What follows belongs to an exercise in optimizing a design on an open flow for small area and a short achievable clock period; a production flow would make more cautious choices. RTL that was checked went through simulation tests only; none was proved equivalent to the original. The clock port is modelled as an ideal driver; clocking choices that lean on that would not hold on a real chip. Power and IR drop assume default switching activity.

Setup of old:
// tenc_bridge_top
module tenc_bridge_top
(
    input  logic       i_clk,
    input  logic       i_rst,
    input  logic       i_wb_cyc,
    input  logic       i_wb_stb,
    input  logic       i_wb_we,
    input  tenc_pkg::wb_data_t   i_wb_dat,
    output logic       o_wb_ack,
    output tenc_pkg::wb_data_t   o_wb_dat,
    input  tenc_pkg::code_sel_t  i_param_sel,
    output logic       o_enc_valid,
    input  logic       i_enc_ready,
    output tenc_pkg::in_sym_t    o_enc_sym,
    input  logic       i_res_valid,
    output logic       o_res_ready,
    input  tenc_pkg::res_word_t  i_res_word,
    output tenc_pkg::blocksize_t o_blocksize,
    output tenc_pkg::perm_p_t    o_p,
    output tenc_pkg::perm_q_t    o_q0,
    output tenc_pkg::perm_q_t    o_q1,
    output tenc_pkg::perm_q_t    o_q2,
    output tenc_pkg::perm_q_t    o_q3
);
    logic      rx_push;
    tenc_pkg::in_sym_t   rx_sym;
    logic      rx_pop;
    logic      rx_empty;
    logic      rx_empty_nxt;
    logic      tx_push;
    logic      tx_pop;
    logic      tx_not_full;
    logic      tx_empty;
    tenc_pkg::res_word_t tx_head;
    logic      res_eof_accepted;
    assign o_res_ready      = tx_not_full;
    assign tx_push          = i_res_valid & tx_not_full;
    assign res_eof_accepted = tx_push & i_res_word.eof;
    wb_regs u_regs (
        .i_clk              (i_clk),
        .i_rst              (i_rst),
        .i_wb_cyc           (i_wb_cyc),
        .i_wb_stb           (i_wb_stb),
        .i_wb_we            (i_wb_we),
        .i_wb_dat           (i_wb_dat),
        .o_wb_ack           (o_wb_ack),
        .o_wb_dat           (o_wb_dat),
        .o_rx_push          (rx_push),
        .o_rx_sym           (rx_sym),
        .i_rx_empty         (rx_empty),
  ...
For scale: about 4900 cells after synthesis, ~2300 flip-flops, about 160 I/O pins, roughly 84000 µm² of cells after synthesis.
make LEC_CHECK=0 CAP_MARGIN=20 CORE_MARGIN=2 CORE_UTILIZATION=65 CTS_CLUSTER_DIAMETER=100 CTS_CLUSTER_SIZE=30 SETUP_SLACK_MARGIN=3.3 SLEW_MARGIN=20 finish   # period 6.0 ns
run.sh (not shown) runs the stock make flow with config.mk's settings and CLKGATE_MAP_FILE= SYNTH_SCRIPT=/design/flow/synth_recipe.tcl, a recipe that flattens the netlist after the stock synthesis.
The flow did not stop early for old: all stages ran, and the layout cleared the timing, design-rule and antenna checks.
The inputs of new differ from those of old as listed below.
diff --git a/flow/config.mk b/flow/config.mk
--- a/flow/config.mk
+++ b/flow/config.mk
@@ -9,6 +9,4 @@
 export CORE_MARGIN = 2
 export CORE_UTILIZATION = 65
-export CTS_CLUSTER_DIAMETER = 100
-export CTS_CLUSTER_SIZE = 30
 export SETUP_SLACK_MARGIN = 3.3
 export SLEW_MARGIN = 20
Summary of new over old: filler cell count lower, depth of the worst hold-timing path now smaller.
Compared with old, new degrades worst hold slack.
Wire length per cell delta for new relative to old: 0.67 µm lower
old completed every stage of the flow, and the final layout passed the timing, design-rule and antenna checks.
new: no failed stages, no open violations at the end
[compare] base=old new=new: sequential power held steady; combinational cell power grew by about 1%.
Function was not checked in any run of this note: the RTL went through the layout flow alone.


tenc_bridge_top, a different RTL version from the one above (not shown whole).
Size: about 5100 cells after synthesis, roughly 0.087 mm^2 of cells after synthesis.
export LEC_CHECK = 0
export CAP_MARGIN = 20
export CORE_MARGIN = 2
export CORE_UTILIZATION = 50
export CTS_CLUSTER_DIAMETER = 100
export CTS_CLUSTER_SIZE = 24
export SETUP_SLACK_MARGIN = 3.7
export SLEW_MARGIN = 20
create_clock -name core_clock -period 6.0 [get_ports {i_clk}]
standard.sh (not shown) runs the stock make flow with config.mk's settings and CLKGATE_MAP_FILE= SYNTH_SCRIPT=/design/flow/synth_recipe.tcl, a recipe that flattens the netlist after the stock synthesis.
==> flow/flow/run.sh <==
#!/bin/bash
# Layout flow: the standard flow (standard.sh) with different tool options
# for the port buffers and the clock tree. Each ORFS step keeps its own log
# under orfs/logs/; the make output goes to standard_flow.log here.
set -e
cp standard.sh standard_sh_used.txt
# Port buffers: a regular buffer instead of the default pick (a delay cell)
export BUFFER_PORTS_ARGS="-buffer_cell sky130_fd_sc_hd__buf_4"
# Clock tree: larger sink clusters and no dummy loads
export CTS_ARGS="-sink_clustering_enable -repair_clock_nets -sink_clustering_size 24 -sink_clustering_max_diameter 100 -dont_use_dummy_load"
bash standard.sh finish > standard_flow.log 2>&1
The starting point passed the timing, design-rule and antenna checks.
Rerun with:
Settings changed: CORE_UTILIZATION 50 to 60.
Critical path depth increases by 4.
Clock power falls by about 1%.
Core utilization climbs by 11 points.
Routed wire length went down by 0.86%.
Fmax went up by 2.1%.
Worst hold slack gets better by 7.2 ps.
Area after synthesis does not change.
Final area falls by 0.64%.
Die area goes down by 17%.
Cell count drops by 6.1%.
Sequential cell count does not change.
Rerun with:
==> flow/flow/run.sh (replaced) <==
#!/bin/bash
# Layout flow: the standard flow (standard.sh) with different tool options
# for the port buffers, the clock tree and net fanout. Each ORFS step keeps
# its own log under orfs/logs/; the make output goes to standard_flow.log here.
set -e
cp standard.sh standard_sh_used.txt
# Port buffers: a regular buffer instead of the default pick (a delay cell)
export BUFFER_PORTS_ARGS="-buffer_cell sky130_fd_sc_hd__buf_4"
# Clock tree: larger sink clusters, smaller leaf buffers and no dummy loads
export CTS_ARGS="-sink_clustering_enable -repair_clock_nets -sink_clustering_size 18 -sink_clustering_max_diameter 70 -dont_use_dummy_load -sink_clustering_buffer sky130_fd_sc_hd__clkbuf_8"
# Fanout cap before each step that repairs the design
export PRE_GLOBAL_PLACE_TCL="$PWD/flow/fanout.tcl"
export PRE_RESIZE_TCL="$PWD/flow/fanout.tcl"
export PRE_CTS_TCL="$PWD/flow/fanout.tcl"
export PRE_GLOBAL_ROUTE_TCL="$PWD/flow/fanout.tcl"
bash standard.sh finish > standard_flow.log 2>&1
==> flow/flow/fanout.tcl (new file) <==
# Cap signal fanout so the repair steps split the wide write-data and
# pointer nets into smaller nets
set_max_fanout 40 [current_design]
Settings changed: CORE_UTILIZATION 60 to 55, CTS_CLUSTER_DIAMETER 100 to 70, CTS_CLUSTER_SIZE 24 to 18, SETUP_SLACK_MARGIN 3.7 to 3.8.
After rerunning:
- global-route usage goes down by 2.6 points
- area after synthesis stays the same
- worst hold slack is about the same
- cell count goes up by 4.4%
- power goes down by 2.2%
- die area goes up by 9.0%
- register-to-register slack is worse by 20 ps
- sequential share of layout area goes down by 0.30 points
Rerun with:
--- a/flow/flow/run.sh
+++ b/flow/flow/run.sh
@@ -7,6 +7,6 @@
 # Port buffers: a regular buffer instead of the default pick (a delay cell)
 export BUFFER_PORTS_ARGS="-buffer_cell sky130_fd_sc_hd__buf_4"
-# Clock tree: larger sink clusters, smaller leaf buffers and no dummy loads
-export CTS_ARGS="-sink_clustering_enable -repair_clock_nets -sink_clustering_size 18 -sink_clustering_max_diameter 70 -dont_use_dummy_load -sink_clustering_buffer sky130_fd_sc_hd__clkbuf_8"
+# Clock tree: larger sink clusters and no dummy loads
+export CTS_ARGS="-sink_clustering_enable -repair_clock_nets -sink_clustering_size 24 -sink_clustering_max_diameter 100 -dont_use_dummy_load"
 # Fanout cap before each step that repairs the design
 export PRE_GLOBAL_PLACE_TCL="$PWD/flow/fanout.tcl"
Settings changed: CORE_UTILIZATION 55 to 60, CTS_CLUSTER_DIAMETER 70 to 100, CTS_CLUSTER_SIZE 18 to 24, SETUP_SLACK_MARGIN 3.8 to 4.0.
Routed wire length went down by 1.3%.
Global-route usage went up by 2.2 points.
Total power went up by 2.2%.
Synthesized area is unchanged.
Core utilization went up by 6.2 points.
Die area went down by 8.3%.

==> afterwards: timing with drivers on the ports <==
In the flow no input, the clock included, has a driving cell. The finished layouts below were timed again as built, in two steps.
Step 1 sets driving cells, clkbuf_16 on the clock port and buf_2 on the other inputs (assumed; they add their load-dependent delay and slew).
Step 2 times the ports against the registers' clock, not the clock port: input delays grow and output delays shrink by t, the midpoint of the rising clock arrivals with the driver on.
a / b / c = ideal ports / drivers / drivers and shift; a / b = the first two.
run	t, ns	slack for setup (ns)	latest minus earliest clock arrival (ns)
old	0.826	3.225 / 3.204 / 2.627	0.034 / 0.034
new	0.923	3.189 / 3.130 / 2.571	0.037 / 0.037
the first run of note 2	0.858	3.473 / 3.384 / 2.832	0.088 / 0.088
the second run of note 2	0.834	3.526 / 3.450 / 2.856	0.062 / 0.062
the third run of note 2	0.851	3.507 / 3.421 / 2.750	0.065 / 0.065
the fourth run of note 2	0.834	3.502 / 3.414 / 2.853	0.069 / 0.069
After both steps every run listed still meets setup and hold. The setup slack of the third run of note 2, which loses most, moves by -0.086 ns with the drivers and by -0.757 ns with both steps.
